This design comes from an exercise in tuning for a short achievable clock period and few clock cycles on the open sky130 flow, not from production work. The RTL was checked by simulation tests, not by an equivalence proof against the original design. Power is estimated from default activity; no workload was simulated.

File: flow/config.mk
export PLATFORM = sky130hd
export DESIGN_NAME = ack_retry_pending_table
export DESIGN_NICKNAME = ack_retry_pending_table
export VERILOG_FILES = /design/flow/design.v
export SDC_FILE = /design/flow/constraint.sdc
export NUM_CORES = 4
export LEC_CHECK = 0
export ABC_CLOCK_PERIOD_IN_PS = 2000
export CAP_MARGIN = 20
export CORE_MARGIN = 2
export CORE_UTILIZATION = 40
export SETUP_SLACK_MARGIN = 4.0
export SLEW_MARGIN = 20
export SYNTH_HIERARCHICAL = 1
File: flow/constraint.sdc
create_clock -name core_clock -period 6.5 [get_ports {clk}]
set_input_delay 1.3000 -clock core_clock [delete_from_list [all_inputs] [get_ports {clk}]]
set_output_delay 1.3000 -clock core_clock [all_outputs]
set_load 0.01 [all_outputs]
File: flow/design.v
package artp_pkg;
  localparam int SLOTS_DEF  = 8;
  localparam int SLOT_W     = 3;
  localparam int REQ_W      = 2;
  localparam int EV_W       = 3;
  localparam int CFG_IDX_W  = 3;
  localparam int CFG_DATA_W = 16;
  localparam int TIME_W     = 32;
  localparam int ADDR_W     = 8;
  localparam int KIND_W     = 8;
  localparam int SEQ_W      = 8;
  localparam int TMO_W      = 16;
  localparam int RETRY_W    = 4;
  localparam int LOST_W     = 32;
  localparam int REQ_REC_W  = REQ_W + TIME_W + ADDR_W + KIND_W + SEQ_W + ADDR_W;
  localparam int QENT_W     = REQ_REC_W + TIME_W + 1;
  localparam int RES_W      = EV_W + SLOT_W + SEQ_W + ADDR_W + KIND_W + RETRY_W + 1 + LOST_W;
  localparam logic [ADDR_W-1:0]  BCAST_RST   = 8'd255;
  localparam logic [TMO_W-1:0]   TIMEOUT_RST = 16'd2000;
  localparam logic [RETRY_W-1:0] RETRY_RST   = 4'd3;
  typedef enum logic [EV_W-1:0] {
    EV_QUEUED      = 3'd0,
    EV_FULL        = 3'd1,
    EV_ACK_MATCHED = 3'd2,
    EV_ACK_IGNORED = 3'd3,
    EV_SEND_OK     = 3'd4,
    EV_RETRANSMIT  = 3'd5,
    EV_FAILED      = 3'd6,
    EV_IDLE        = 3'd7
  } event_t;
  typedef enum logic [REQ_W-1:0] {
    REQ_ADD  = 2'd0,
    REQ_ACK  = 2'd1,
    REQ_TICK = 2'd2,
    REQ_NOP  = 2'd3
  } req_t;
  typedef enum logic [CFG_IDX_W-1:0] {
    CFG_IS_GATEWAY  = 3'd0,
    CFG_OWN_ADDR    = 3'd1,
    CFG_BCAST_ADDR  = 3'd2,
    CFG_DATA_KIND   = 3'd3,
    CFG_ACK_TIMEOUT = 3'd4,
    CFG_RETRY_LIMIT = 3'd5
  } cfg_idx_t;
  typedef struct packed {
    logic                is_gateway;
    logic [ADDR_W-1:0]   own_address;
    logic [ADDR_W-1:0]   broadcast_address;
    logic [KIND_W-1:0]   data_kind_code;
    logic [TMO_W-1:0]    ack_timeout_ms;
    logic [RETRY_W-1:0]  retry_limit;
  } cfg_t;
  typedef struct packed {
    logic [REQ_W-1:0]   typ;
    logic [TIME_W-1:0]  now;
    logic [ADDR_W-1:0]  dest;
    logic [KIND_W-1:0]  kind;
    logic [SEQ_W-1:0]   aseq;
    logic [ADDR_W-1:0]  asrc;
  } req_rec_t;
  typedef struct packed {
    req_rec_t           req;
    logic [TIME_W-1:0]  lo;
    logic               wrap;
  } qent_t;
  typedef struct packed {
    logic [EV_W-1:0]    ev;
    logic [SLOT_W-1:0]  slot;
    logic [SEQ_W-1:0]   seq;
    logic [ADDR_W-1:0]  peer;
    logic [KIND_W-1:0]  kind;
    logic [RETRY_W-1:0] retries;
    logic               ack_needed;
    logic [LOST_W-1:0]  lost;
  } result_t;
endpackage
import artp_pkg::*;
module artp_regs (
  input  logic                               clk,
  input  logic                               rst_n,
  input  logic                               cfg_we,
  input  logic [artp_pkg::CFG_IDX_W-1:0]     cfg_idx,
  input  logic [artp_pkg::CFG_DATA_W-1:0]    cfg_wdata,
  output artp_pkg::cfg_t                     cfg
);
  artp_pkg::cfg_t cfg_r, cfg_nxt;
  always_comb begin
    cfg_nxt = cfg_r;
    if (cfg_we) begin
      unique case (cfg_idx)
        CFG_IS_GATEWAY:  cfg_nxt.is_gateway        = cfg_wdata[0];
        CFG_OWN_ADDR:    cfg_nxt.own_address       = cfg_wdata[ADDR_W-1:0];
        CFG_BCAST_ADDR:  cfg_nxt.broadcast_address = cfg_wdata[ADDR_W-1:0];
        CFG_DATA_KIND:   cfg_nxt.data_kind_code    = cfg_wdata[KIND_W-1:0];
        CFG_ACK_TIMEOUT: cfg_nxt.ack_timeout_ms    = cfg_wdata[TMO_W-1:0];
        CFG_RETRY_LIMIT: cfg_nxt.retry_limit       = cfg_wdata[RETRY_W-1:0];
        default:         cfg_nxt = cfg_r;
      endcase
    end
  end
  always_ff @(posedge clk) begin
    if (!rst_n) begin
      cfg_r.is_gateway        <= 1'b0;
      cfg_r.own_address       <= '0;
      cfg_r.broadcast_address <= BCAST_RST;
      cfg_r.data_kind_code    <= '0;
      cfg_r.ack_timeout_ms    <= TIMEOUT_RST;
      cfg_r.retry_limit       <= RETRY_RST;
    end else begin
      cfg_r <= cfg_nxt;
    end
  end
  assign cfg = cfg_r;
endmodule
import artp_pkg::*;
module artp_dp #(
  parameter int SLOTS = artp_pkg::SLOTS_DEF
) (
  input  logic                clk,
  input  logic                rst_n,
  input  artp_pkg::cfg_t      cfg,
  input  logic                q_valid,
  input  artp_pkg::qent_t     q_ent,
  output logic                q_pop,
  input  logic                out_ready,
  output logic                out_valid,
  output artp_pkg::result_t   out_res,
  output logic                out_last
);
  logic [SLOTS-1:0]                valid_r;
  logic [SLOTS-1:0][ADDR_W-1:0]    dest_r;
  logic [SLOTS-1:0][KIND_W-1:0]    kind_r;
  logic [SLOTS-1:0][SEQ_W-1:0]     eseq_r;
  logic [SLOTS-1:0][TIME_W-1:0]    stamp_r;
  logic [SLOTS-1:0][RETRY_W-1:0]   retr_r;
  logic [SLOTS-1:0]                so_r;    
  logic [SLOTS-1:0]                bc_r;    
  logic [SLOTS-1:0]                lim_r;   
  logic [SEQ_W-1:0]                seq_r;
  logic                m_valid;
  artp_pkg::req_rec_t  m_req;
  logic                m_add, m_ack, m_tick;
  logic                m_for_us, m_kd, m_isbc;
  logic [SLOTS-1:0]    m_seqm;    
  logic [SLOTS-1:0]    m_to;      
  logic                b_valid, b_one, b_tick;
  logic [SLOTS-1:0]    b_pick;        
  logic [SLOTS-1:0]    b_rest;        
  logic [SLOTS-1:0]    b_so, b_rt;    
  logic [EV_W-1:0]     b_ev;          
  logic                b_fail;        
  logic                b_an;          
  logic                b_pdest;       
  logic [SEQ_W-1:0]    b_sseq;        
  logic [ADDR_W-1:0]   b_speer;       
  logic [LOST_W-1:0]   loss_r, loss_p1_r;
  logic                o_valid, s_valid;
  artp_pkg::result_t   o_res, s_res;
  logic                o_last, s_last;
  function automatic logic [SLOTS-1:0] lowest(input logic [SLOTS-1:0] v);
    logic [SLOTS-1:0] seen;
    seen = '0;
    for (int i = 1; i < SLOTS; i++) seen[i] = seen[i-1] | v[i-1];
    lowest = v & ~seen;
  endfunction
  logic x_fire;
  logic [SLOTS-1:0] f1, match, tbeat, tfree, retx;
  logic [SLOTS-1:0] add_w, retx_w, valid_nxt;
  logic any_free;
  assign x_fire   = m_valid && (!b_valid || (b_one && !s_valid));
  assign f1       = lowest(~valid_r);
  assign any_free = !(&valid_r);
  assign match    = valid_r & m_seqm & {SLOTS{m_for_us}};
  assign tbeat    = valid_r & (so_r | (~bc_r & m_to));
  assign tfree    = valid_r & (so_r | bc_r | (m_to & ~lim_r));
  assign retx     = valid_r & ~so_r & ~bc_r & m_to & lim_r;
  assign add_w  = (x_fire && m_add)  ? f1   : '0;
  assign retx_w = (x_fire && m_tick) ? retx : '0;
  always_comb begin
    valid_nxt = valid_r;
    if (x_fire) begin
      if (m_add)  valid_nxt = valid_r | f1;
      if (m_ack)  valid_nxt = valid_r & ~match;
      if (m_tick) valid_nxt = valid_r & ~tfree;
    end
  end
  logic [SLOTS-1:0]                valid_d, so_d, bc_d, lim_d;
  logic [SEQ_W-1:0]                seq_d;
  logic [SLOTS-1:0][ADDR_W-1:0]    dest_d;
  logic [SLOTS-1:0][KIND_W-1:0]    kind_d;
  logic [SLOTS-1:0][SEQ_W-1:0]     eseq_d;
  logic [SLOTS-1:0][TIME_W-1:0]    stamp_d;
  logic [SLOTS-1:0][RETRY_W-1:0]   retr_d;
  assign valid_d = rst_n ? valid_nxt : '0;
  assign seq_d   = !rst_n ? '0 : (x_fire && m_add && any_free) ? seq_r + 1'b1 : seq_r;
  always_comb begin
    for (int i = 0; i < SLOTS; i++) begin
      dest_d[i]  = add_w[i] ? m_req.dest : dest_r[i];
      kind_d[i]  = add_w[i] ? m_req.kind : kind_r[i];
      eseq_d[i]  = add_w[i] ? seq_r      : eseq_r[i];
      stamp_d[i] = (add_w[i] || retx_w[i]) ? m_req.now : stamp_r[i];
      retr_d[i]  = add_w[i] ? '0 : retx_w[i] ? retr_r[i] + 1'b1 : retr_r[i];
      so_d[i]    = add_w[i] ? (cfg.is_gateway && m_kd)
                            : (cfg.is_gateway && (kind_r[i] == cfg.data_kind_code));
      bc_d[i]    = add_w[i] ? m_isbc : (dest_r[i] == cfg.broadcast_address);
      lim_d[i]   = add_w[i]  ? (cfg.retry_limit != '0) :
                   retx_w[i] ? ((retr_r[i] + 1'b1) < cfg.retry_limit) :
                               (retr_r[i] < cfg.retry_limit);
    end
  end
  artp_reg #(.W(SLOTS))              u_valid_r (.clk(clk), .d(valid_d), .q(valid_r));
  artp_reg #(.W(SEQ_W))              u_seq_r   (.clk(clk), .d(seq_d),   .q(seq_r));
  artp_reg #(.W(SLOTS*ADDR_W))       u_dest_r  (.clk(clk), .d(dest_d),  .q(dest_r));
  artp_reg #(.W(SLOTS*KIND_W))       u_kind_r  (.clk(clk), .d(kind_d),  .q(kind_r));
  artp_reg #(.W(SLOTS*SEQ_W))        u_eseq_r  (.clk(clk), .d(eseq_d),  .q(eseq_r));
  artp_reg #(.W(SLOTS*TIME_W))       u_stamp_r (.clk(clk), .d(stamp_d), .q(stamp_r));
  artp_reg #(.W(SLOTS*RETRY_W))      u_retr_r  (.clk(clk), .d(retr_d),  .q(retr_r));
  artp_reg #(.W(3*SLOTS))            u_flag_r  (.clk(clk), .d({so_d, bc_d, lim_d}),
                                                .q({so_r, bc_r, lim_r}));
  logic m_load, to_fwd;
  logic [SLOTS-1:0] to_cur, seqm_cur, ge_lo, le_now;
  logic fge_lo, fle_now;
  assign m_load = x_fire || !m_valid;
  assign q_pop  = m_load && q_valid;
  artp_ge32 u_fge_lo  (.a(m_req.now),     .b(q_ent.lo),  .ge(fge_lo));
  artp_ge32 u_fle_now (.a(q_ent.req.now), .b(m_req.now), .ge(fle_now));
  assign to_fwd  = q_ent.wrap ? !(fge_lo || fle_now) : !(fge_lo && fle_now);
  for (genvar i = 0; i < SLOTS; i++) begin : g_cmp
    artp_ge32 u_ge_lo  (.a(stamp_r[i]),     .b(q_ent.lo),   .ge(ge_lo[i]));
    artp_ge32 u_le_now (.a(q_ent.req.now),  .b(stamp_r[i]), .ge(le_now[i]));
  end
  always_comb begin
    for (int i = 0; i < SLOTS; i++) begin
      to_cur[i]   = q_ent.wrap ? !(ge_lo[i] || le_now[i]) : !(ge_lo[i] && le_now[i]);
      seqm_cur[i] = (eseq_r[i] == q_ent.req.aseq);
    end
  end
  logic                m_valid_d;
  artp_pkg::req_rec_t  m_req_d;
  logic                m_add_d, m_ack_d, m_tick_d, m_for_us_d, m_kd_d, m_isbc_d;
  logic [SLOTS-1:0]    m_seqm_d, m_to_d;
  assign m_valid_d = rst_n && (m_load ? q_valid : m_valid);
  always_comb begin
    m_req_d    = m_req;
    m_add_d    = m_add;
    m_ack_d    = m_ack;
    m_tick_d   = m_tick;
    m_for_us_d = m_for_us;
    m_kd_d     = m_kd;
    m_isbc_d   = m_isbc;
    m_seqm_d   = m_seqm;
    m_to_d     = m_to;
    if (m_load) begin
      m_req_d    = q_ent.req;
      m_add_d    = (q_ent.req.typ == REQ_ADD);
      m_ack_d    = (q_ent.req.typ == REQ_ACK);
      m_tick_d   = (q_ent.req.typ == REQ_TICK);
      m_for_us_d = (q_ent.req.dest == cfg.own_address) ||
                   (q_ent.req.dest == cfg.broadcast_address);
      m_kd_d     = (q_ent.req.kind == cfg.data_kind_code);
      m_isbc_d   = (q_ent.req.dest == cfg.broadcast_address);
      for (int i = 0; i < SLOTS; i++) begin
        m_seqm_d[i] = add_w[i] ? (seq_r == q_ent.req.aseq) : seqm_cur[i];
        m_to_d[i]   = (add_w[i] || retx_w[i]) ? to_fwd : to_cur[i];
      end
    end
  end
  artp_reg #(.W(REQ_REC_W)) u_m_req (.clk(clk), .d(m_req_d), .q(m_req));
  artp_reg #(.W(7)) u_m_ctl (.clk(clk),
    .d({m_valid_d, m_add_d, m_ack_d, m_tick_d, m_for_us_d, m_kd_d, m_isbc_d}),
    .q({m_valid,   m_add,   m_ack,   m_tick,   m_for_us,   m_kd,   m_isbc}));
  artp_reg #(.W(2*SLOTS)) u_m_cmp (.clk(clk), .d({m_seqm_d, m_to_d}), .q({m_seqm, m_to}));
  logic b_emit;
  logic [SLOT_W-1:0] pick_slot;
  logic [ADDR_W-1:0] p_dest;
  logic [KIND_W-1:0] p_kind;
  logic [SEQ_W-1:0]  p_seq;
  logic [RETRY_W-1:0] p_retr;
  artp_pkg::result_t beat;
  logic [SLOTS-1:0] r_pick, r_rest;
  logic [LOST_W-1:0] loss_p2;
  logic r_so, r_rt;
  artp_inc32 u_inc (.x(loss_p1_r), .y(loss_p2));
  assign b_emit = b_valid && !s_valid;
  assign r_pick = lowest(b_rest);
  assign r_rest = b_rest & ~r_pick;
  assign r_so   = |(r_pick & b_so);
  assign r_rt   = |(r_pick & b_rt);
  always_comb begin
    pick_slot = '0;
    p_dest = '0; p_kind = '0; p_seq = '0; p_retr = '0;
    for (int i = 0; i < SLOTS; i++) begin
      if (b_pick[i]) pick_slot = pick_slot | SLOT_W'(i);
      p_dest = p_dest | (dest_r[i] & {ADDR_W{b_pick[i]}});
      p_kind = p_kind | (kind_r[i] & {KIND_W{b_pick[i]}});
      p_seq  = p_seq  | (eseq_r[i] & {SEQ_W{b_pick[i]}});
      p_retr = p_retr | (retr_r[i] & {RETRY_W{b_pick[i]}});
    end
  end
  always_comb begin
    beat            = '0;
    beat.ev         = b_ev;
    beat.slot       = pick_slot;
    beat.seq        = p_seq | b_sseq;
    beat.peer       = (p_dest & {ADDR_W{b_pdest}}) | b_speer;
    beat.kind       = p_kind;
    beat.retries    = p_retr;
    beat.ack_needed = b_an;
    beat.lost       = b_fail ? loss_p1_r : loss_r;
  end
  logic [SLOTS-1:0] n_mask, n_pick;
  logic n_single, n_so, n_rt;
  logic [EV_W-1:0] n_ev;
  always_comb begin
    n_mask   = '0;
    n_single = 1'b1;
    if (m_add) begin
      n_mask   = f1;
      n_single = !any_free;
    end
    if (m_ack) begin
      n_mask   = match;
      n_single = (match == '0);
    end
    if (m_tick) begin
      n_mask   = tbeat;
      n_single = (tbeat == '0);
    end
  end
  assign n_pick = lowest(n_mask);
  assign n_so   = |(n_pick & so_r);
  assign n_rt   = |(n_pick & retx);
  always_comb begin
    n_ev = EV_IDLE;
    if (m_add)  n_ev = n_single ? EV_FULL : EV_QUEUED;
    if (m_ack)  n_ev = n_single ? EV_ACK_IGNORED : EV_ACK_MATCHED;
    if (m_tick) n_ev = n_single ? EV_IDLE : n_so ? EV_SEND_OK : n_rt ? EV_RETRANSMIT : EV_FAILED;
  end
  logic             b_valid_d, b_one_d, b_tick_d, b_fail_d, b_an_d, b_pdest_d;
  logic [SLOTS-1:0] b_pick_d, b_rest_d, b_so_d, b_rt_d;
  logic [EV_W-1:0]  b_ev_d;
  logic [SEQ_W-1:0] b_sseq_d;
  logic [ADDR_W-1:0] b_speer_d;
  logic [LOST_W-1:0] loss_d, loss_p1_d;
  always_comb begin
    b_valid_d = b_valid;
    b_one_d   = b_one;
    b_tick_d  = b_tick;
    b_fail_d  = b_fail;
    b_an_d    = b_an;
    b_pdest_d = b_pdest;
    b_pick_d  = b_pick;
    b_rest_d  = b_rest;
    b_so_d    = b_so;
    b_rt_d    = b_rt;
    b_ev_d    = b_ev;
    b_sseq_d  = b_sseq;
    b_speer_d = b_speer;
    loss_d    = loss_r;
    loss_p1_d = loss_p1_r;
    if (b_emit && b_fail) begin
      loss_d    = loss_p1_r;
      loss_p1_d = loss_p2;
    end
    if (x_fire) begin
      b_valid_d = 1'b1;
      b_one_d   = (n_mask & ~n_pick) == '0;
      b_tick_d  = m_tick;
      b_pick_d  = n_pick;
      b_rest_d  = n_mask & ~n_pick;
      b_so_d    = so_r;
      b_rt_d    = retx;
      b_ev_d    = n_ev;
      b_fail_d  = m_tick && !n_single && !n_so && !n_rt;
      b_an_d    = m_add && !n_single && !cfg.is_gateway && !m_isbc;
      b_pdest_d = (m_add || m_tick) && !n_single;
      b_sseq_d  = (m_ack && n_single) ? m_req.aseq : '0;
      b_speer_d = m_ack ? m_req.asrc : (m_add && n_single) ? m_req.dest : '0;
    end else if (b_emit) begin
      if (b_one) b_valid_d = 1'b0;
      b_one_d   = (r_rest == '0);
      b_pick_d  = r_pick;
      b_rest_d  = r_rest;
      b_ev_d    = !b_tick ? b_ev : r_so ? EV_SEND_OK : r_rt ? EV_RETRANSMIT : EV_FAILED;
      b_fail_d  = b_tick && !r_so && !r_rt;
    end
    if (!rst_n) begin
      b_valid_d = 1'b0;
      b_one_d   = 1'b0;
      loss_d    = '0;
      loss_p1_d = LOST_W'(1);
    end
  end
  artp_reg #(.W(6)) u_b_ctl (.clk(clk),
    .d({b_valid_d, b_one_d, b_tick_d, b_fail_d, b_an_d, b_pdest_d}),
    .q({b_valid,   b_one,   b_tick,   b_fail,   b_an,   b_pdest}));
  artp_reg #(.W(4*SLOTS)) u_b_sel (.clk(clk),
    .d({b_pick_d, b_rest_d, b_so_d, b_rt_d}), .q({b_pick, b_rest, b_so, b_rt}));
  artp_reg #(.W(EV_W+SEQ_W+ADDR_W)) u_b_dat (.clk(clk),
    .d({b_ev_d, b_sseq_d, b_speer_d}), .q({b_ev, b_sseq, b_speer}));
  artp_reg #(.W(2*LOST_W)) u_loss (.clk(clk), .d({loss_d, loss_p1_d}), .q({loss_r, loss_p1_r}));
  logic o_free;
  logic o_valid_d, s_valid_d, o_last_d, s_last_d;
  artp_pkg::result_t o_res_d, s_res_d;
  assign o_free = !o_valid || out_ready;
  always_comb begin
    o_valid_d = o_valid;
    s_valid_d = s_valid;
    if (o_free) begin
      o_valid_d = s_valid || b_emit;
      s_valid_d = 1'b0;
    end else if (b_emit) begin
      s_valid_d = 1'b1;
    end
    if (!rst_n) begin
      o_valid_d = 1'b0;
      s_valid_d = 1'b0;
    end
    o_res_d  = o_free ? (s_valid ? s_res  : beat)  : o_res;
    o_last_d = o_free ? (s_valid ? s_last : b_one) : o_last;
    s_res_d  = (!o_free && b_emit) ? beat  : s_res;
    s_last_d = (!o_free && b_emit) ? b_one : s_last;
  end
  artp_reg #(.W(4)) u_os_ctl (.clk(clk), .d({o_valid_d, s_valid_d, o_last_d, s_last_d}),
                              .q({o_valid, s_valid, o_last, s_last}));
  artp_reg #(.W(RES_W)) u_o_res (.clk(clk), .d(o_res_d), .q(o_res));
  artp_reg #(.W(RES_W)) u_s_res (.clk(clk), .d(s_res_d), .q(s_res));
  assign out_valid = o_valid;
  assign out_res   = o_res;
  assign out_last  = o_last;
endmodule
module artp_ge32 (
  input  logic [artp_pkg::TIME_W-1:0] a,
  input  logic [artp_pkg::TIME_W-1:0] b,
  output logic                        ge
);
  localparam int TIME_W = artp_pkg::TIME_W;
  logic [TIME_W-1:0] g, p, g2, p2;
  always_comb begin
    g = a & ~b;
    p = a | ~b;
    for (int d = 1; d < TIME_W; d = d * 2) begin
      g2 = g;
      p2 = p;
      for (int k = d; k < TIME_W; k++) begin
        g2[k] = g[k] | (p[k] & g[k-d]);
        p2[k] = p[k] & p[k-d];
      end
      g = g2;
      p = p2;
    end
    ge = g[TIME_W-1] | p[TIME_W-1];
  end
endmodule
module artp_inc32 (
  input  logic [artp_pkg::LOST_W-1:0] x,
  output logic [artp_pkg::LOST_W-1:0] y
);
  localparam int LOST_W = artp_pkg::LOST_W;
  logic [LOST_W-1:0] a, a2;
  always_comb begin
    a = x;
    for (int d = 1; d < LOST_W; d = d * 2) begin
      a2 = a;
      for (int k = d; k < LOST_W; k++) a2[k] = a[k] & a[k-d];
      a = a2;
    end
    y = x ^ {a[LOST_W-2:0], 1'b1};
  end
endmodule
import artp_pkg::*;
module artp_ctrl (
  input  logic                clk,
  input  logic                rst_n,
  input  artp_pkg::cfg_t      cfg,
  input  logic                in_valid,
  output logic                in_ready,
  input  artp_pkg::req_rec_t  in_req,
  output logic                q_valid,
  output artp_pkg::qent_t     q_ent,
  input  logic                q_pop
);
  artp_pkg::qent_t q0_r, q1_r, i_ent;
  artp_pkg::req_rec_t i_r;
  logic i_v, q0_v, q1_v, rdy_r;
  logic i_mv, q0_v_nxt, q1_v_nxt, i_v_nxt;
  logic [TIME_W:0] lo_w;
  artp_pkg::req_rec_t i_d;
  artp_pkg::qent_t q0_d, q1_d;
  logic rdy_d, i_v_d, q0_v_d, q1_v_d;
  assign i_d = rdy_r ? in_req : i_r;
  artp_sub32 u_sub (.a(i_r.now), .b(cfg.ack_timeout_ms), .y(lo_w));
  assign i_ent.req  = i_r;
  assign i_ent.lo   = lo_w[TIME_W-1:0];
  assign i_ent.wrap = lo_w[TIME_W];
  assign i_mv = i_v && (!q1_v || q_pop);
  always_comb begin
    q0_v_nxt = q0_v;
    q1_v_nxt = q1_v;
    if (q_pop) begin
      q0_v_nxt = q1_v || i_v;
      q1_v_nxt = q1_v && i_v;
    end else if (!q0_v) begin
      q0_v_nxt = i_v;
    end else if (!q1_v) begin
      q1_v_nxt = i_v;
    end
    i_v_nxt = (i_v && !i_mv) || (in_valid && rdy_r);
  end
  assign i_v_d  = rst_n && i_v_nxt;
  assign q0_v_d = rst_n && q0_v_nxt;
  assign q1_v_d = rst_n && q1_v_nxt;
  assign rdy_d  = !rst_n || !i_v_nxt || !q1_v_nxt;
  always_comb begin
    q0_d = q0_r;
    q1_d = q1_r;
    if (q_pop) begin
      q0_d = q1_v ? q1_r : i_ent;
      q1_d = i_ent;
    end else if (!q0_v) begin
      q0_d = i_ent;
    end else if (!q1_v) begin
      q1_d = i_ent;
    end
  end
  artp_reg #(.W(REQ_REC_W))  u_i_r  (.clk(clk), .d(i_d),  .q(i_r));
  artp_reg #(.W(QENT_W)) u_q0_r (.clk(clk), .d(q0_d), .q(q0_r));
  artp_reg #(.W(QENT_W)) u_q1_r (.clk(clk), .d(q1_d), .q(q1_r));
  artp_reg #(.W(4)) u_ctl_r (.clk(clk), .d({i_v_d, q0_v_d, q1_v_d, rdy_d}),
                             .q({i_v, q0_v, q1_v, rdy_r}));
  assign in_ready = rdy_r;
  assign q_valid  = q0_v;
  assign q_ent    = q0_r;
endmodule
module artp_sub32 (
  input  logic [artp_pkg::TIME_W-1:0] a,
  input  logic [artp_pkg::TMO_W-1:0]  b,
  output logic [artp_pkg::TIME_W:0]   y
);
  localparam int TIME_W = artp_pkg::TIME_W;
  localparam int TMO_W  = artp_pkg::TMO_W;
  logic [TIME_W-1:0] bb, g, p, p2, c, gn, pn;
  always_comb begin
    bb = {{(TIME_W-TMO_W){1'b0}}, b};
    g = a & ~bb;
    p = a ^ ~bb;
    g[0] = g[0] | p[0];
    p2 = a | ~bb;
    p2[0] = 1'b0;
    for (int d = 1; d < TIME_W; d = d * 2) begin
      gn = g;
      pn = p2;
      for (int k = d; k < TIME_W; k++) begin
        gn[k] = g[k] | (p2[k] & g[k-d]);
        pn[k] = p2[k] & p2[k-d];
      end
      g = gn;
      p2 = pn;
    end
    c = {g[TIME_W-2:0], 1'b1};
    y = {!g[TIME_W-1], p ^ c};
  end
endmodule
module artp_reg #(
  parameter int W = 1
) (
  input  logic         clk,
  input  logic [W-1:0] d,
  output logic [W-1:0] q
);
  always_ff @(posedge clk) q <= d;
endmodule
import artp_pkg::*;
module ack_retry_pending_table (
  input  logic                               clk,
  input  logic                               rst_n,
  input  logic                               in_valid,
  output logic                               in_ready,
  input  logic [artp_pkg::REQ_W-1:0]         in_req_type,
  input  logic [artp_pkg::TIME_W-1:0]        in_now_ms,
  input  logic [artp_pkg::ADDR_W-1:0]        in_dest_addr,
  input  logic [artp_pkg::KIND_W-1:0]        in_packet_kind,
  input  logic [artp_pkg::SEQ_W-1:0]         in_ack_seq,
  input  logic [artp_pkg::ADDR_W-1:0]        in_ack_source,
  output logic                               out_valid,
  input  logic                               out_ready,
  output logic [artp_pkg::EV_W-1:0]          out_event,
  output logic [artp_pkg::SLOT_W-1:0]        out_slot,
  output logic [artp_pkg::SEQ_W-1:0]         out_seq,
  output logic [artp_pkg::ADDR_W-1:0]        out_peer_addr,
  output logic [artp_pkg::KIND_W-1:0]        out_kind,
  output logic [artp_pkg::RETRY_W-1:0]       out_retry_count,
  output logic                               out_ack_needed,
  output logic [artp_pkg::LOST_W-1:0]        out_lost_total,
  output logic                               out_last,
  input  logic                               cfg_we,
  input  logic [artp_pkg::CFG_IDX_W-1:0]     cfg_idx,
  input  logic [artp_pkg::CFG_DATA_W-1:0]    cfg_wdata
);
  localparam int SLOTS = SLOTS_DEF;
  artp_pkg::cfg_t       cfg;
  artp_pkg::req_rec_t   in_req;
  artp_pkg::qent_t      q_ent;
  artp_pkg::result_t    out_res;
  logic                 q_valid, q_pop;
  assign in_req.typ  = in_req_type;
  assign in_req.now  = in_now_ms;
  assign in_req.dest = in_dest_addr;
  assign in_req.kind = in_packet_kind;
  assign in_req.aseq = in_ack_seq;
  assign in_req.asrc = in_ack_source;
  artp_regs u_regs (
    .clk       (clk),
    .rst_n     (rst_n),
    .cfg_we    (cfg_we),
    .cfg_idx   (cfg_idx),
    .cfg_wdata (cfg_wdata),
    .cfg       (cfg)
  );
  artp_ctrl u_ctrl (
    .clk      (clk),
    .rst_n    (rst_n),
    .cfg      (cfg),
    .in_valid (in_valid),
    .in_ready (in_ready),
    .in_req   (in_req),
    .q_valid  (q_valid),
    .q_ent    (q_ent),
    .q_pop    (q_pop)
  );
  artp_dp #(.SLOTS(SLOTS)) u_dp (
    .clk       (clk),
    .rst_n     (rst_n),
    .cfg       (cfg),
    .q_valid   (q_valid),
    .q_ent     (q_ent),
    .q_pop     (q_pop),
    .out_ready (out_ready),
    .out_valid (out_valid),
    .out_res   (out_res),
    .out_last  (out_last)
  );
  assign out_event       = out_res.ev;
  assign out_slot        = out_res.slot;
  assign out_seq         = out_res.seq;
  assign out_peer_addr   = out_res.peer;
  assign out_kind        = out_res.kind;
  assign out_retry_count = out_res.retries;
  assign out_ack_needed  = out_res.ack_needed;
  assign out_lost_total  = out_res.lost;
endmodule
File: flow/run.sh
#!/bin/bash
# synth_recipe.tcl (not shown) runs the flow's synth.tcl, then flattens the netlist and writes it again
# the make line also repeats each setting of config.mk as NAME=value (left out here)
make -C /OpenROAD-flow-scripts/flow DESIGN_CONFIG=/design/flow/config.mk WORK_HOME=/design/flow/orfs CLKGATE_MAP_FILE= SYNTH_SCRIPT=/design/flow/synth_recipe.tcl finish
==> impl_metrics.toml, run 1 <==
[drt]
ant_nets = 0
drt_first_pass_iters = 9
wl_per_cell_um = 20.9
vias_per_cell = 5.62
wl_um = 191000
vias = 51236
drt_iter0_markers = 4546
drc = 0

[floorplanning]
die_h_um = 394
core_um2 = 152000
die_x_um = 394
start_util_pct = 40.2
die_area_um2 = 155000
pin_count = 160
fp-row-count = 143

[cts]
cts_made_buffers = 132
numClockSinks = 1179
cts.clk_slew.worst_paths_ns = 0.06
clock_latency_ns = 0.78
cts-root-buf = "clkbuf_16"
cts_max_path_buffers = 3
cts_tree = "done"
htree_levels = 4

[power]
peakVddDrop_uv = 223
p_per_area_nw_per_um2 = 285
leakage_nw = 28.1

[timing]
fin_skew_ns = 0.0501
worst_pin_slew_ns = 1.09
max-slew-margin-rel_pct = 27.2
finalSetupViolations = 0
rsz0062_at_grt = "true"
final-hold-violation-count = 0
post-route-period-util_pct = 43.8
period_needed_ns = 2.85
maxSlewViolCount = 0
max_freq_mhz = 351
fin_hold_ws_ns = 0.434
finalSetupTns_ns = 0

[place]
port_buffers = 159
dp.cells = 8754
gp_congestion = 0.904
place_area_um2 = 64100
hpwlAfterDp_um = 126000

[finish]
syn2layout_area_growth_pct = 17.5
fin_util_pct = 47.2
drive_gt1_share_pct = 21.0
fill_cells = 14253
n_antenna_cell = 0
final_cells = 9121
fin_area_um2 = 71500
nets = 7176

[global_route]
antenna_found_initial = 2
grt_use_total_pct = 23.7
grt_overflow_total = 0
grt_max_degree = 93
grt_pass1_vias = 49264
grt_pass1_wl_um = 291000

[hold_path]
worstHoldEndpoint = "u_dp.u_m_req.q[9]"
min_path_cells = 2
hold_path_class = "flop to flop"
holdCritStartpoint = "u_dp.u_m_req.q[9]"

[synth]
yosys_warnings = 25
syn_area_um2 = 60900
synthCells = 6850
synth.avg_cell_area_um2 = 8.89
syn_nets = 7030

[critical_path]
crit_buf_inv = 5
startpoint_type = "flop"
critPathTopFamily = "compound AO/OA/AOI/OAI gates"
r2r_start = "u_ctrl.u_i_r.q[33]"
reg2reg_depth = 15
r2r_setup_slack_ns = 3.65
timing.critical_path.cells = "inv_4 > ha_4 > nor2_4 > o211ai_1 > buf_4 > a2111oi_4 > buf_12 > o32ai_4 > buf_12 > buf_4 > nand2b_4 > xnor2_2 > nor2b_1 > a211oi_1 > a21oi_1"
reg2reg_to = "u_ctrl.u_q0_r.q[18]"
critPathMaxStageDelay_ns = 0.63
crit_fanout = 8
setup.worst_path.start = "u_ctrl.u_i_r.q[33]"
cp.depth = 15
critPathKind = "flop to flop"
cp-end-kind = "flop"
critPathSlowestCell = "a2111oi_4"
required_ns = 7.11
worstPathArrival_ns = 3.46

[flow_run]
drv_cap = 0

[outcome]
status = "timing/DRC/antenna clean"
stage by stage:
stage                     total power, mW  setup slack (ns)
after floorplan                      11.2              3.85
after global placement               12.5              2.14
after detailed placement             12.6              2.03
after CTS                            20.4              3.69
after global routing                 21.3              3.49
final                                20.4              3.65
final cells by class:
cell class,instances,area (µm²),share of cell area (%)
Tap cell,2030,2540,3.55
Clock buffer,195,3860,5.40
Sequential cell,1179,23900,33.5
Timing Repair Buffer,357,3510,4.92
Inverter,594,2260,3.16
Clock inverter,34,472,0.660
Multi-Input combinational cell,4732,34900,48.8
metal layers:
| metal | track usage, % | wire length (µm) | up-vias |
|---|---|---|---|
| met1 | 32.6 | 86000 | 24866 |
| met5 | 0 | 0 | - |
| met4 | 8.83 | 6700 | 0 |
| li1 | - | - | 24273 |
| met2 | 37.7 | 86100 | 1729 |
| met3 | 3.33 | 12200 | 368 |
sequential cells by signal, summed over array words and instances, names as in the netlist, 8 cells and up:
signal,cells
u_ctrl.u_q1_r.q,99
u_dp.u_stamp_r.q,256
u_dp.u_m_cmp.q,16
u_ctrl.u_i_r.q,66
u_dp.u_eseq_r.q,64
u_regs.cfg_r,45
u_dp.u_retr_r.q,32
u_dp.u_dest_r.q,64
u_dp.u_seq_r.q,8
u_dp.u_kind_r.q,64
u_dp.u_flag_r.q,24
u_dp.u_b_dat.q,19
u_dp.u_s_res.q,67
u_dp.u_loss.q,64
u_dp.u_b_sel.q,32
u_dp.u_valid_r.q,8
u_dp.u_o_res.q,67
u_ctrl.u_q0_r.q,99
u_dp.u_m_req.q,64
where the power goes:
part	leakage, nW	internal [mW]	switching (mW)
registers	9.73	8.05	1.24
clock network	2.12	4.35	3.15
logic	16.3	1.76	1.85
total	28.1	14.2	6.25
worst max-delay path by stage:
stage,to
detailed placement,u_ctrl.u_q1_r.q[83]
floorplan,u_ctrl.u_q0_r.q[13]
CTS,u_ctrl.u_q0_r.q[28]
global route,u_dp.u_m_cmp.q[3]
global placement,u_ctrl.u_q1_r.q[19]
finish,u_ctrl.u_q0_r.q[18]
placed cells by master (no fill, tap or decap), types with 28 or more instances in the layout:
master and instances:
o221ai_1 61, o2111ai_1 43, nor2_1 342, xor2_1 91, o22ai_1 42, clkbuf_16 135
a221oi_1 43, dfxtp_4 49, o21ai_0 150, xnor2_1 220, mux2_2 563, a21boi_0 28
nand3_1 53, mux2i_1 183, ha_1 72, a22o_1 35, nor2b_1 238, a211oi_1 94
clkdlybuf4s50_1 88, maj3_1 184, nand2b_1 195, a222oi_1 62, buf_4 159, clkbuf_1 34
inv_1 580, dfxtp_2 124, dfxtp_1 1006, nand4_1 87, buf_6 87, nand2_1 874
a21oi_1 375, a22oi_1 103
worst reg2reg max path: stages (launching register included):
cell	delay (ns)
dfxtp_4	0.38
inv_4	0.05
ha_4	0.16
nor2_4	0.11
o211ai_1	0.12
buf_4	0.17
a2111oi_4	0.63
buf_12	0.19
o32ai_4	0.07
buf_12	0.16
buf_4	0.14
nand2b_4	0.06
xnor2_2	0.07
nor2b_1	0.14
a211oi_1	0.20
a21oi_1	0.06
what timing repair did:
action / CTS / global route
resized for setup: 737 / 109
buffers inserted: 88 / 42
pin swaps: 95 / 47
hold buffers: 0 / 0
setup endpoints to repair: 838 / 391
cloned: 8 / 0
Testbench counts, summed over its fixed seeds: cycles 5,967.
==> inputs of run 2 (changes only) <==
--- a/flow/config.mk
+++ b/flow/config.mk
@@ -10,3 +10,3 @@
 export CORE_MARGIN = 2
-export CORE_UTILIZATION = 40
+export CORE_UTILIZATION = 60
 export SETUP_SLACK_MARGIN = 4.0
==> impl_metrics.toml, run 2 <==
[timing]
period_needed_ns = 2.87
post-route-period-util_pct = 44.2
finalSetupTns_ns = 0
rsz0062_at_grt = "true"
setup_ws_ns = 3.63
finalSetupViolations = 0
worst_pin_slew_ns = 1.15
max_freq_mhz = 348
final-hold-violation-count = 0
maxSlewViolCount = 0
max-slew-margin-rel_pct = 23.1
fin_skew_ns = 0.0246
fin_hold_ws_ns = 0.438

[cts]
cts.clk_slew.worst_paths_ns = 0.06
htree_levels = 4
cts_tree = "done"
cts_made_buffers = 131
ctsHoldBuffers = 0
cts-root-buf = "clkbuf_16"
numClockSinks = 1179
clock_latency_ns = 0.76
cts_max_path_buffers = 3

[finish]
fill_cells = 7948
top_register = "u_dp.u_stamp_r.q"
final_common_cell = "dfxtp_1"
drive_gt1_share_pct = 21.5
reg.largest.list = "u_dp.u_stamp_r.q: 256 flops, u_ctrl.u_q0_r.q: 99 flops, u_ctrl.u_q1_r.q: 99 flops"
fin_util_pct = 70.6
syn2layout_area_growth_pct = 16.4
largest_reg_flops = 256
nets = 7192
fin_area_um2 = 70800
final_cells = 8468
final_cell_mix = "1014 x dfxtp_1, 873 x nand2_1, 576 x inv_1, 566 x mux2_2, 374 x a21oi_1"

[critical_path]
reg2reg_to = "u_ctrl.u_q0_r.q[13]"
reg2reg_depth = 13
r2r_start = "u_ctrl.u_i_r.q[32]"
critPathKind = "flop to flop"
crit_fanout = 2
startpoint_type = "flop"
cp-end-kind = "flop"
worstPathArrival_ns = 3.54
required_ns = 7.17
r2r_setup_slack_ns = 3.63

[floorplanning]
core_um2 = 100000
die_x_um = 323
pin_count = 160
fp-row-count = 116
die_area_um2 = 104000
die_h_um = 323
start_util_pct = 60.7

[outcome]
status = "timing/DRC/antenna clean"

[place]
place_area_um2 = 63300
hpwlAfterDp_um = 124000
gp_congestion = 0.945
dp_slack_ns = 2.47
dp.cells = 8091
port_buffers = 159

[hold_path]
worstHoldEndpoint = "u_dp.u_m_req.q[12]"
min_path_cells = 2
holdCritStartpoint = "u_dp.u_m_req.q[12]"
hold_path_class = "flop to flop"

[global_route]
grt_pass1_wl_um = 286000
grt_use_total_pct = 35.5
grt_max_degree = 81
antenna_found_initial = 3
grt_pass1_vias = 48142
grt_overflow_total = 0

[power]
leakage_nw = 28.2
total_power_mw = 20.7
power_frac_comb_pct = 18.6
pwr-share-seq_pct = 44.9
p_clk_share_pct = 36.5
internal_power_mw = 14.3
peakVddDrop_uv = 281
p_per_area_nw_per_um2 = 292
p_sw_share_pct = 30.8
p_sw_mw = 6.37

[synth]
syn_area_um2 = 60900
syn_nets = 7030
yosys_warnings = 25
synthCells = 6850
synth.avg_cell_area_um2 = 8.89

[flow_run]
drv_cap = 0

[drt]
drc = 0
vias = 52153
wl_per_cell_um = 22.6
vias_per_cell = 6.16
drt_first_pass_iters = 8
wl_um = 191000
drt_iter0_markers = 6132
ant_nets = 0
[run 2: worst max-delay path by stage]
| stage | endpoint | slack [ns] | depth (start not counted) | startpoint |
|---|---|---|---|---|
| after floorplan | u_ctrl.u_q0_r.q[13] | 3.85 | 12 | u_ctrl.u_i_r.q[32] |
| after global placement | u_dp.u_s_res.q[30] | 2.51 | 6 | out_ready |
| after detailed placement | u_dp.u_s_res.q[29] | 2.47 | 6 | out_ready |
| after CTS | u_ctrl.u_q0_r.q[21] | 3.72 | 14 | u_ctrl.u_i_r.q[32] |
| after global routing | u_ctrl.u_q0_r.q[21] | 3.54 | 13 | u_regs.cfg_r[10] |
| final | u_ctrl.u_q0_r.q[13] | 3.63 | 13 | u_ctrl.u_i_r.q[32] |
[run 2: what timing repair did]
action                     in CTS  in global routing
cloned                          7                  3
setup endpoints to repair     823                652
resized for setup             742                136
setup buffers                  93                 42
pin swaps                     124                 59
[run 2: power by group through the flow]
stage               sequential [mW]  clock [mW]  combinational [mW]
global route                   9.36        7.93                4.13
global placement               9.31           0                3.22
floorplan                      8.78           0                2.43
detailed placement             9.34           0                3.29
CTS                            9.21        7.62                3.61
finish                         9.29        7.55                3.84
[run 2: worst max-delay path, stage by stage (launching register included)]
cell       delay, ns
dfxtp_4         0.37
inv_4           0.04
ha_4            0.15
fa_2            0.37
nor2_4          0.15
o311ai_4        0.12
a2111oi_4       0.35
buf_4           0.17
nor2_2          0.04
o311ai_1        0.29
xor2_1          0.29
buf_4           0.17
mux2i_1         0.07
a21oi_1         0.21
[run 2: layout make-up]
cell class	instances	area, µm²	area share [%]
sequential	1179	23900	33.8
clock buffer	188	3810	5.38
antenna	1	2.50	0.00353
tap	1357	1700	2.40
inverter	594	2240	3.17
timing repair buffer	372	3690	5.21
multi-input combinational	4734	34900	49.3
clock inverter	43	529	0.747
[run 2: per-layer routing]
layer / up-vias / global-route usage, % / part of all wire [%]
met3: 278 / 8.07 / 10
met1: 25363 / 51.3 / 45
met2: 2213 / 53.1 / 43
met4: 0 / 9.23 / 2.0
met5: - / 0 / 0
li1: 24299 / - / -
==> inputs of run 3 (changes only) <==
--- a/flow/design.v
+++ b/flow/design.v
@@ -123,2 +123,5 @@
   input  artp_pkg::qent_t     q_ent,
+  input  logic                q1_valid,
+  input  artp_pkg::qent_t     q1_ent,
+  input  artp_pkg::qent_t     i_ent,
   output logic                q_pop,
@@ -145,3 +148,3 @@
   logic [SLOTS-1:0]    m_to;      
-  logic                b_valid, b_one, b_tick;
+  logic                b_valid, b_one, b_tick;    
   logic [SLOTS-1:0]    b_pick;        
@@ -150,3 +153,2 @@
   logic [EV_W-1:0]     b_ev;          
-  logic                b_fail;        
   logic                b_an;          
@@ -170,4 +172,2 @@
   assign x_fire   = m_valid && (!b_valid || (b_one && !s_valid));
-  assign f1       = lowest(~valid_r);
-  assign any_free = !(&valid_r);
   assign match    = valid_r & m_seqm & {SLOTS{m_for_us}};
@@ -194,2 +194,7 @@
   assign valid_d = rst_n ? valid_nxt : '0;
+  logic [SLOTS-1:0] f1_d;
+  logic             any_free_d;
+  assign f1_d       = lowest(~valid_d);
+  assign any_free_d = !(&valid_d);
+  artp_reg #(.W(SLOTS+1)) u_f1_r (.clk(clk), .d({f1_d, any_free_d}), .q({f1, any_free}));
   assign seq_d   = !rst_n ? '0 : (x_fire && m_add && any_free) ? seq_r + 1'b1 : seq_r;
@@ -224,4 +229,21 @@
   assign q_pop  = m_load && q_valid;
-  artp_ge32 u_fge_lo  (.a(m_req.now),     .b(q_ent.lo),  .ge(fge_lo));
-  artp_ge32 u_fle_now (.a(q_ent.req.now), .b(m_req.now), .ge(fle_now));
+  logic q1_ge, q1_le, in_ge, in_le, im_ge, im_le, fge_d, fle_d;
+  artp_ge32 u_q1_ge (.a(q_ent.req.now),  .b(q1_ent.lo),     .ge(q1_ge));
+  artp_ge32 u_q1_le (.a(q1_ent.req.now), .b(q_ent.req.now), .ge(q1_le));
+  artp_ge32 u_in_ge (.a(q_ent.req.now),  .b(i_ent.lo),      .ge(in_ge));
+  artp_ge32 u_in_le (.a(i_ent.req.now),  .b(q_ent.req.now), .ge(in_le));
+  artp_ge32 u_im_ge (.a(m_req.now),      .b(i_ent.lo),      .ge(im_ge));
+  artp_ge32 u_im_le (.a(i_ent.req.now),  .b(m_req.now),     .ge(im_le));
+  always_comb begin
+    fge_d = fge_lo;
+    fle_d = fle_now;
+    if (m_load) begin
+      fge_d = q1_valid ? q1_ge : in_ge;
+      fle_d = q1_valid ? q1_le : in_le;
+    end else if (!q_valid) begin
+      fge_d = im_ge;
+      fle_d = im_le;
+    end
+  end
+  artp_reg #(.W(2)) u_fwd_r (.clk(clk), .d({fge_d, fle_d}), .q({fge_lo, fle_now}));
   assign to_fwd  = q_ent.wrap ? !(fge_lo || fle_now) : !(fge_lo && fle_now);
@@ -281,3 +303,3 @@
   logic [LOST_W-1:0] loss_p2;
-  logic r_so, r_rt;
+  logic p_so, p_rt, p_fail;
   artp_inc32 u_inc (.x(loss_p1_r), .y(loss_p2));
@@ -286,4 +308,5 @@
   assign r_rest = b_rest & ~r_pick;
-  assign r_so   = |(r_pick & b_so);
-  assign r_rt   = |(r_pick & b_rt);
+  assign p_so   = |(b_pick & b_so);
+  assign p_rt   = |(b_pick & b_rt);
+  assign p_fail = b_tick && !p_so && !p_rt;
   always_comb begin
@@ -301,3 +324,3 @@
     beat            = '0;
-    beat.ev         = b_ev;
+    beat.ev         = !b_tick ? b_ev : p_so ? EV_SEND_OK : p_rt ? EV_RETRANSMIT : EV_FAILED;
     beat.slot       = pick_slot;
@@ -308,33 +331,40 @@
     beat.ack_needed = b_an;
-    beat.lost       = b_fail ? loss_p1_r : loss_r;
+    beat.lost       = p_fail ? loss_p1_r : loss_r;
   end
-  logic [SLOTS-1:0] n_mask, n_pick;
-  logic n_single, n_so, n_rt;
+  logic [SLOTS-1:0] n_pick;
+  logic n_single, n_one;
   logic [EV_W-1:0] n_ev;
+  function automatic logic atmost1(input logic [SLOTS-1:0] v);
+    logic any, two;
+    any = 1'b0;
+    two = 1'b0;
+    for (int i = 0; i < SLOTS; i++) begin
+      two = two | (any & v[i]);
+      any = any | v[i];
+    end
+    atmost1 = !two;
+  endfunction
   always_comb begin
-    n_mask   = '0;
+    n_pick   = '0;
     n_single = 1'b1;
+    n_one    = 1'b1;
+    n_ev     = EV_IDLE;
     if (m_add) begin
-      n_mask   = f1;
+      n_pick   = f1;
       n_single = !any_free;
+      n_ev     = any_free ? EV_QUEUED : EV_FULL;
     end
     if (m_ack) begin
-      n_mask   = match;
+      n_pick   = lowest(match);
       n_single = (match == '0);
+      n_one    = atmost1(match);
+      n_ev     = (match == '0) ? EV_ACK_IGNORED : EV_ACK_MATCHED;
     end
     if (m_tick) begin
-      n_mask   = tbeat;
+      n_pick   = lowest(tbeat);
       n_single = (tbeat == '0);
+      n_one    = atmost1(tbeat);
     end
   end
-  assign n_pick = lowest(n_mask);
-  assign n_so   = |(n_pick & so_r);
-  assign n_rt   = |(n_pick & retx);
-  always_comb begin
-    n_ev = EV_IDLE;
-    if (m_add)  n_ev = n_single ? EV_FULL : EV_QUEUED;
-    if (m_ack)  n_ev = n_single ? EV_ACK_IGNORED : EV_ACK_MATCHED;
-    if (m_tick) n_ev = n_single ? EV_IDLE : n_so ? EV_SEND_OK : n_rt ? EV_RETRANSMIT : EV_FAILED;
-  end
-  logic             b_valid_d, b_one_d, b_tick_d, b_fail_d, b_an_d, b_pdest_d;
+  logic             b_valid_d, b_one_d, b_tick_d, b_an_d, b_pdest_d;
   logic [SLOTS-1:0] b_pick_d, b_rest_d, b_so_d, b_rt_d;
@@ -348,3 +378,2 @@
     b_tick_d  = b_tick;
-    b_fail_d  = b_fail;
     b_an_d    = b_an;
@@ -360,3 +389,3 @@
     loss_p1_d = loss_p1_r;
-    if (b_emit && b_fail) begin
+    if (b_emit && p_fail) begin
       loss_d    = loss_p1_r;
@@ -366,6 +395,6 @@
       b_valid_d = 1'b1;
-      b_one_d   = (n_mask & ~n_pick) == '0;
-      b_tick_d  = m_tick;
+      b_one_d   = n_one;
+      b_tick_d  = m_tick && (tbeat != '0);
       b_pick_d  = n_pick;
-      b_rest_d  = n_mask & ~n_pick;
+      b_rest_d  = m_ack ? (match & ~n_pick) : m_tick ? (tbeat & ~n_pick) : '0;
       b_so_d    = so_r;
@@ -373,3 +402,2 @@
       b_ev_d    = n_ev;
-      b_fail_d  = m_tick && !n_single && !n_so && !n_rt;
       b_an_d    = m_add && !n_single && !cfg.is_gateway && !m_isbc;
@@ -383,4 +411,2 @@
       b_rest_d  = r_rest;
-      b_ev_d    = !b_tick ? b_ev : r_so ? EV_SEND_OK : r_rt ? EV_RETRANSMIT : EV_FAILED;
-      b_fail_d  = b_tick && !r_so && !r_rt;
     end
@@ -393,5 +419,5 @@
   end
-  artp_reg #(.W(6)) u_b_ctl (.clk(clk),
-    .d({b_valid_d, b_one_d, b_tick_d, b_fail_d, b_an_d, b_pdest_d}),
-    .q({b_valid,   b_one,   b_tick,   b_fail,   b_an,   b_pdest}));
+  artp_reg #(.W(5)) u_b_ctl (.clk(clk),
+    .d({b_valid_d, b_one_d, b_tick_d, b_an_d, b_pdest_d}),
+    .q({b_valid,   b_one,   b_tick,   b_an,   b_pdest}));
   artp_reg #(.W(4*SLOTS)) u_b_sel (.clk(clk),
@@ -480,2 +506,5 @@
   output artp_pkg::qent_t     q_ent,
+  output logic                q1_valid,    
+  output artp_pkg::qent_t     q1_ent,      
+  output artp_pkg::qent_t     in_ent,
   input  logic                q_pop
@@ -484,6 +513,8 @@
   artp_pkg::req_rec_t i_r;
+  logic [TIME_W-1:0] i_lo;      
+  logic i_wrap;                 
   logic i_v, q0_v, q1_v, rdy_r;
   logic i_mv, q0_v_nxt, q1_v_nxt, i_v_nxt;
-  logic [TIME_W:0] lo_w;
   artp_pkg::req_rec_t i_d;
+  logic [TIME_W:0] lo_in, lo_d;
   artp_pkg::qent_t q0_d, q1_d;
@@ -491,6 +522,7 @@
   assign i_d = rdy_r ? in_req : i_r;
-  artp_sub32 u_sub (.a(i_r.now), .b(cfg.ack_timeout_ms), .y(lo_w));
+  artp_sub32 u_sub (.a(in_req.now), .b(cfg.ack_timeout_ms), .y(lo_in));
+  assign lo_d = rdy_r ? lo_in : {i_wrap, i_lo};
   assign i_ent.req  = i_r;
-  assign i_ent.lo   = lo_w[TIME_W-1:0];
-  assign i_ent.wrap = lo_w[TIME_W];
+  assign i_ent.lo   = i_lo;
+  assign i_ent.wrap = i_wrap;
   assign i_mv = i_v && (!q1_v || q_pop);
@@ -526,2 +558,3 @@
   artp_reg #(.W(REQ_REC_W))  u_i_r  (.clk(clk), .d(i_d),  .q(i_r));
+  artp_reg #(.W(TIME_W+1))   u_i_lo (.clk(clk), .d(lo_d), .q({i_wrap, i_lo}));
   artp_reg #(.W(QENT_W)) u_q0_r (.clk(clk), .d(q0_d), .q(q0_r));
@@ -533,2 +566,5 @@
   assign q_ent    = q0_r;
+  assign q1_valid = q1_v;
+  assign q1_ent   = q1_r;
+  assign in_ent   = i_ent;
 endmodule
@@ -602,3 +638,4 @@
   artp_pkg::req_rec_t   in_req;
-  artp_pkg::qent_t      q_ent;
+  artp_pkg::qent_t      q_ent, q1_ent, i_ent;
+  logic                 q1_valid;
   artp_pkg::result_t    out_res;
@@ -628,2 +665,5 @@
     .q_ent    (q_ent),
+    .q1_valid (q1_valid),
+    .q1_ent   (q1_ent),
+    .in_ent   (i_ent),
     .q_pop    (q_pop)
@@ -636,2 +676,5 @@
     .q_ent     (q_ent),
+    .q1_valid  (q1_valid),
+    .q1_ent    (q1_ent),
+    .i_ent     (i_ent),
     .q_pop     (q_pop),
--- a/flow/config.mk
+++ b/flow/config.mk
@@ -10,3 +10,3 @@
 export CORE_MARGIN = 2
-export CORE_UTILIZATION = 60
+export CORE_UTILIZATION = 40
 export SETUP_SLACK_MARGIN = 4.0
==> impl_metrics.toml, run 3 <==
[global_route]
grt_use_total_pct = 25.9
grt_max_degree = 101
antenna_found_initial = 3
grt_overflow_total = 0
grt_pass1_wl_um = 329000
grt_pass1_vias = 53349

[timing]
final-hold-violation-count = 0
maxSlewViolCount = 0
rsz0062_at_grt = "true"
worst_pin_slew_ns = 1.06
period_needed_ns = 2.78
max_freq_mhz = 360
finalSetupViolations = 0
fin_skew_ns = 0.0448
finalSetupTns_ns = 0
max-slew-margin-rel_pct = 29.2
post-route-period-util_pct = 42.8

[floorplanning]
core_um2 = 160000
die_area_um2 = 165000
pin_count = 160
die_h_um = 406
fp-row-count = 147
start_util_pct = 40.3
die_x_um = 406

[finish]
largest_reg_flops = 256
reg.largest.list = "u_dp.u_stamp_r.q: 256 flops, u_ctrl.u_q0_r.q: 99 flops, u_ctrl.u_q1_r.q: 99 flops"
top_register = "u_dp.u_stamp_r.q"
final_cell_mix = "1083 x dfxtp_1, 1062 x nand2_1, 687 x inv_1, 381 x mux2_2, 340 x nor2_1"
fin_util_pct = 48.5
syn2layout_area_growth_pct = 20.5
fill_cells = 15227
final_common_cell = "dfxtp_1"
drive_gt1_share_pct = 19.7
multiInputGateArea_um2 = 38100
nets = 7873
seqCellArea_um2 = 24700

[place]
hpwlAfterDp_um = 143000
port_buffers = 159
gp_congestion = 0.932

[critical_path]
crit_fanout = 8
startpoint_type = "input port"
worstPathArrival_ns = 3.45
reg2reg_depth = 8
critPathMaxStageDelay_ns = 0.37
required_ns = 7.17
critPathSlowestCell = "a2111oi_4"
critPathKind = "input port to flop"
cp-end-kind = "flop"
timing.critical_path.cells = "buf_8 > clkinv_8 > ha_4 > fa_2 > nor2_4 > o311ai_4 > a2111oi_4 > buf_4 > o41ai_4 > buf_6 > nand4b_1 > xnor2_1 > mux2_4"

[synth]
synthCells = 7460
syn_nets = 7640
yosys_warnings = 28
syn_area_um2 = 64600
synth.avg_cell_area_um2 = 8.66

[drt]
wl_um = 221000
vias_per_cell = 5.65
drt_iter0_markers = 5258
wl_per_cell_um = 22.2
ant_nets = 0
drc = 0
drt_first_pass_iters = 8
vias = 56279

[outcome]
status = "timing/DRC/antenna clean"

[power]
power_frac_comb_pct = 19.9
internal_power_mw = 15.1
p_per_area_nw_per_um2 = 286
p_sw_share_pct = 31.9
leakage_nw = 32.2
p_sw_mw = 7.09
p_clk_share_pct = 37.1
peakVddDrop_uv = 263
pwr-share-seq_pct = 42.9

[flow_run]
drv_cap = 0

[cts]
cts.clk_slew.worst_paths_ns = 0.06
htree_levels = 4
clock_latency_ns = 0.80
cts_made_buffers = 143
cts_max_path_buffers = 3
ctsHoldBuffers = 0
numClockSinks = 1222
cts_tree = "done"
cts-root-buf = "clkbuf_16"

[hold_path]
min_path_cells = 2
hold_path_class = "flop to flop"
run 3: worst paths after layout:
kind / to / slack (ns) / from
max: u_ctrl.u_i_lo.q[22] / 3.72 / in_now_ms[0]
min: u_dp.u_m_req.q[7] / 0.43 / u_dp.u_m_req.q[7]
max reg2reg: u_dp.u_m_cmp.q[2] / 3.75 / u_ctrl.u_q0_r.q[28]
min reg2reg: u_dp.u_m_req.q[7] / 0.43 / u_dp.u_m_req.q[7]
run 3: area by class of cell:
cell class / instances / area share, %
inverter: 705 / 3.43
antenna: 1 / 0.00321
sequential: 1222 / 31.8
multi-input combinational: 5174 / 48.9
clock buffer: 200 / 5.28
clock inverter: 59 / 0.934
tap: 2160 / 3.47
timing repair buffer: 447 / 6.18
run 3: power by group through the flow:
| stage | clock, mW | sequential [mW] | combinational (mW) |
|---|---|---|---|
| floorplan | 0 | 9.09 | 2.58 |
| global placement | 0 | 9.60 | 3.57 |
| detailed placement | 0 | 9.64 | 3.65 |
| CTS | 8.38 | 9.51 | 4.19 |
| global route | 8.67 | 9.63 | 4.77 |
| finish | 8.26 | 9.55 | 4.43 |
run 3: metal layers:
layer	GRT usage (%)	vias up	routed length, µm
li1	-	26504	-
met1	34.4	27212	95700
met2	41.6	2083	99700
met3	4.50	480	16600
met4	10.3	0	9100
met5	0	-	0
run 3: through the flow:
step	cells	hold slack [ns]	setup slack [ns]	power (mW)	instance area, µm²
floorplan	7460	0.407	3.06	11.7	64800
global placement	9498	0.423	2.24	13.2	68200
detailed placement	9499	0.429	2.21	13.3	68300
CTS	9909	0.437	3.78	22.1	76600
global route	9967	0.456	3.65	23.1	77900
finish	9968	0.434	3.72	22.2	77900
run 3: what timing repair did:
action,4_1_cts,5_1_grt
endpoints found under the setup margin,970,323
gates resized for setup,935,172
buffers inserted,135,55
cloned,16,3
pin swaps,198,122
run 3: critical path, delay by kind of cell:
| family | cells | cell delay [ns] |
|---|---|---|
| fa+ha+maj | 2 | 0.51 |
| buf+inv | 4 | 0.48 |
| simple gates | 2 | 0.28 |
| mux | 1 | 0.25 |
| compound gates | 3 | 0.54 |
| xor+xnor | 1 | 0.09 |
Testbench counts of run 3, summed over its fixed seeds: cycles 5,967.
==> inputs of run 4 (changes only) <==
--- a/flow/design.v
+++ b/flow/design.v
@@ -126,2 +126,5 @@
   input  artp_pkg::qent_t     i_ent,
+  input  logic [1:0][artp_pkg::TIME_W-1:0] qc_now,
+  input  logic [1:0][artp_pkg::TIME_W-1:0] qc_lo,
+  input  logic [1:0]                       qc_wrap,
   output logic                q_pop,
@@ -176,4 +179,11 @@
   assign retx     = valid_r & ~so_r & ~bc_r & m_to & lim_r;
-  assign add_w  = (x_fire && m_add)  ? f1   : '0;
-  assign retx_w = (x_fire && m_tick) ? retx : '0;
+  logic [SLOTS-1:0] xc_m_valid, xc_m_add, xc_m_tick, xc_b_valid, xc_b_one, xc_s_valid;
+  always_comb begin
+    for (int i = 0; i < SLOTS; i++) begin
+      add_w[i]  = xc_m_valid[i] && (!xc_b_valid[i] || (xc_b_one[i] && !xc_s_valid[i])) &&
+                  xc_m_add[i] && f1[i];
+      retx_w[i] = xc_m_valid[i] && (!xc_b_valid[i] || (xc_b_one[i] && !xc_s_valid[i])) &&
+                  xc_m_tick[i] && retx[i];
+    end
+  end
   always_comb begin
@@ -250,4 +260,4 @@
   for (genvar i = 0; i < SLOTS; i++) begin : g_cmp
-    artp_ge32 u_ge_lo  (.a(stamp_r[i]),     .b(q_ent.lo),   .ge(ge_lo[i]));
-    artp_ge32 u_le_now (.a(q_ent.req.now),  .b(stamp_r[i]), .ge(le_now[i]));
+    artp_ge32 u_ge_lo  (.a(stamp_r[i]),         .b(qc_lo[i/4]), .ge(ge_lo[i]));
+    artp_ge32 u_le_now (.a(qc_now[i/4]),        .b(stamp_r[i]), .ge(le_now[i]));
   end
@@ -255,3 +265,3 @@
     for (int i = 0; i < SLOTS; i++) begin
-      to_cur[i]   = q_ent.wrap ? !(ge_lo[i] || le_now[i]) : !(ge_lo[i] && le_now[i]);
+      to_cur[i]   = qc_wrap[i/4] ? !(ge_lo[i] || le_now[i]) : !(ge_lo[i] && le_now[i]);
       seqm_cur[i] = (eseq_r[i] == q_ent.req.aseq);
@@ -453,2 +463,7 @@
   artp_reg #(.W(RES_W)) u_s_res (.clk(clk), .d(s_res_d), .q(s_res));
+  for (genvar i = 0; i < SLOTS; i++) begin : g_xc
+    artp_reg #(.W(6)) u_xc (.clk(clk),
+      .d({m_valid_d,     m_add_d,     m_tick_d,     b_valid_d,     b_one_d,     s_valid_d}),
+      .q({xc_m_valid[i], xc_m_add[i], xc_m_tick[i], xc_b_valid[i], xc_b_one[i], xc_s_valid[i]}));
+  end
   assign out_valid = o_valid;
@@ -509,2 +524,5 @@
   output artp_pkg::qent_t     in_ent,
+  output logic [1:0][artp_pkg::TIME_W-1:0] qc_now,
+  output logic [1:0][artp_pkg::TIME_W-1:0] qc_lo,
+  output logic [1:0]                       qc_wrap,
   input  logic                q_pop
@@ -560,2 +578,6 @@
   artp_reg #(.W(QENT_W)) u_q0_r (.clk(clk), .d(q0_d), .q(q0_r));
+  artp_reg #(.W(2*TIME_W+1)) u_qc0 (.clk(clk), .d({q0_d.req.now, q0_d.lo, q0_d.wrap}),
+                                   .q({qc_now[0], qc_lo[0], qc_wrap[0]}));
+  artp_reg #(.W(2*TIME_W+1)) u_qc1 (.clk(clk), .d({q0_d.req.now, q0_d.lo, q0_d.wrap}),
+                                   .q({qc_now[1], qc_lo[1], qc_wrap[1]}));
   artp_reg #(.W(QENT_W)) u_q1_r (.clk(clk), .d(q1_d), .q(q1_r));
@@ -640,2 +662,4 @@
   logic                 q1_valid;
+  logic [1:0][artp_pkg::TIME_W-1:0] qc_now, qc_lo;
+  logic [1:0]           qc_wrap;
   artp_pkg::result_t    out_res;
@@ -668,2 +692,5 @@
     .in_ent   (i_ent),
+    .qc_now   (qc_now),
+    .qc_lo    (qc_lo),
+    .qc_wrap  (qc_wrap),
     .q_pop    (q_pop)
@@ -679,2 +706,5 @@
     .i_ent     (i_ent),
+    .qc_now    (qc_now),
+    .qc_lo     (qc_lo),
+    .qc_wrap   (qc_wrap),
     .q_pop     (q_pop),
==> impl_metrics.toml, run 4 <==
[outcome]
status = "timing/DRC/antenna clean"

[place]
gp_congestion = 0.949
port_buffers = 159
hpwlAfterDp_um = 153000

[drt]
drt_first_pass_iters = 9
route.met3.wl_um = 14900
drc = 0
top_layer = "met5"
dr_wl_met2_um = 98200
wl_per_cell_um = 22.6
wl_um = 221000
m1WireLength_um = 99000
vias_per_cell = 5.65
vias = 55227
drt_iter0_markers = 4754
ant_nets = 0

[critical_path]
r2r_setup_slack_ns = 3.77
critPathTopFamily = "compound AO/OA/AOI/OAI gates"
cp-end-kind = "flop"
required_ns = 7.18
reg2reg_depth = 10
crit_fanout = 8
startpoint_type = "input port"
critPathMaxStageDelay_ns = 0.30
timing.critical_path.cells = "buf_8 > inv_8 > ha_4 > fa_2 > nor2_4 > o311ai_4 > a2111oi_4 > buf_4 > o41ai_4 > buf_12 > nand4_1 > xnor2_1 > mux2_2"
cp.depth = 13
critPathKind = "input port to flop"
crit_buf_inv = 4
worstPathArrival_ns = 3.49
critPathSlowestCell = "o311ai_4"

[hold_path]
min_path_cells = 2
hold_path_class = "flop to flop"

[floorplanning]
start_util_pct = 40.2
die_x_um = 417
fp-row-count = 151
die_area_um2 = 174000
pin_count = 160
core_um2 = 169000
die_h_um = 417

[timing]
max_freq_mhz = 356
worst_pin_slew_ns = 1.13
finalSetupViolations = 0
finalSetupTns_ns = 0
fin_skew_ns = 0.0328
period_needed_ns = 2.81
max-slew-margin-rel_pct = 24.6
final-hold-violation-count = 0
post-route-period-util_pct = 43.2
rsz0062_at_grt = "true"
maxSlewViolCount = 0

[cts]
cts_made_buffers = 154
cts.clk_slew.worst_paths_ns = 0.06
clock_latency_ns = 0.81
cts-root-buf = "clkbuf_16"
htree_levels = 4
cts_max_path_buffers = 3
numClockSinks = 1400
cts_tree = "done"
ctsHoldBuffers = 0

[synth]
synthCells = 7241
synth.avg_cell_area_um2 = 9.42
syn_nets = 7421
syn_area_um2 = 68200
yosys_warnings = 30

[power]
peakVddDrop_uv = 235
p_per_area_nw_per_um2 = 299
leakage_nw = 32.2

[finish]
fill_cells = 15798
fin_util_pct = 47.8
nets = 7608
top_register = "u_dp.u_stamp_r.q"
final_cell_mix = "1207 x dfxtp_1, 681 x inv_1, 632 x mux2_2, 535 x nand2_1, 329 x nor2_1"
drive_gt1_share_pct = 23.4
final_common_cell = "dfxtp_1"
syn2layout_area_growth_pct = 18.8
largest_reg_flops = 256
reg.largest.list = "u_dp.u_stamp_r.q: 256 flops, u_ctrl.u_q0_r.q: 99 flops, u_ctrl.u_q1_r.q: 99 flops"

[global_route]
grt_max_degree = 85
grt_pass1_wl_um = 328000
antenna_found_initial = 8
grt_use_total_pct = 24.4
grt_overflow_total = 0
grt_pass1_vias = 52633

[flow_run]
drv_cap = 0
run 4: cell types whose count changed in the layout (fill, tap and decap cells not counted), sizes merged, moves of 22 or more:
cell,previous run,this run
dfxtp,1222,1400
xnor2,151,210
nor2,367,345
buf,362,277
xor2,179,120
a21oi,297,258
and2,15,47
mux2,463,665
nand3,77,52
nand2,1066,539
a21o,53,28
nand4,72,95
run 4: worst register-to-register path, stage by stage, from the launching register on:
cell and delay (ns):
dfxtp_1 0.53, inv_1 0.14, ha_4 0.21, o311ai_4 0.36
a2111oi_4 0.14, buf_4 0.18, o41ai_4 0.26, buf_12 0.19
nand4_1 0.15, xnor2_1 0.18, mux2_2 0.26
run 4: final timing paths:
check | start | end
worst max-delay path | in_now_ms[0] | u_ctrl.u_i_lo.q[20]
worst min-delay path | u_dp.u_m_req.q[12] | u_dp.u_m_req.q[12]
worst max register to register | u_regs.cfg_r[7] | u_ctrl.u_i_lo.q[20]
worst min register to register | u_dp.u_m_req.q[12] | u_dp.u_m_req.q[12]
run 4: final cells by class:
class                           instances  area [µm²]  share of cell area (%)
Clock buffer                          204        4340                    5.36
Tap cell                             2218        2780                    3.42
Clock inverter                         76         968                    1.19
Antenna cell                            4        10.0                  0.0124
Sequential cell                      1400       28400                    35.0
Multi-Input combinational cell       4809       38000                    46.9
Inverter                              703        2660                    3.29
Timing Repair Buffer                  360        3840                    4.74
run 4: routing by layer:
layer | GRT usage [%] | up-vias
met3 | 4.13 | 422
met5 | 0 | -
met1 | 33.0 | 27008
met2 | 38.7 | 1827
met4 | 9.72 | 4
li1 | - | 25966
run 4: report_power, final:
group | switching (mW) | internal (mW) | leakage, nW | total [mW]
Sequential | 1.33 | 9.54 | 11.6 | 10.9
Combinational | 2.29 | 1.97 | 18.0 | 4.26
Clock | 3.79 | 5.35 | 2.60 | 9.14
run 4: timing repair:
item | in CTS | in global routing
gates resized for setup | 913 | 205
buffers inserted | 59 | 68
gates cloned | 12 | 5
setup endpoints to repair | 721 | 428
pin swaps | 154 | 140
run 4: stage by stage:
stage          instances  area, µm²  hold WS, ns  power [mW]  setup slack (ns)
2_1_floorplan       7241      68400        0.407        12.9              3.06
3_3_place_gp        9345      71900        0.423        14.5              2.02
3_5_place_dp        9346      71900        0.430        14.6              1.97
4_1_cts             9697      79700        0.438        24.1              3.78
5_1_grt             9773      81000        0.451        25.2              3.64
6_report            9774      81000        0.435        24.3              3.69
Testbench counts of run 4, summed over its fixed seeds: cycles 5,967.

separate check: timing with driven ports:
How much do the figures lean on ideal ports? The routed layouts below were timed once more, with nothing changed but the port constraints.
Step 1 sets driving cells, clkbuf_16 on the clock port and buf_2 on the other inputs (assumed; they add their load-dependent delay and slew).
Step 2 also shifts input and output timing later by t, the mid clock arrival at the registers, as if the neighbouring blocks saw the same clock.
Three values: ideal ports, drivers, drivers and shift; two values: the first two.
run | t (ns) | slack for setup (ns)
run 1 | 0.830 | 3.654 / 3.654 / 3.422
run 2 | 0.818 | 3.628 / 3.628 / 3.391
run 3 | 0.859 | 3.721 / 3.751 / 2.894
run 4 | 0.869 | 3.692 / 3.671 / 2.802
After both steps every run listed still meets setup and hold.
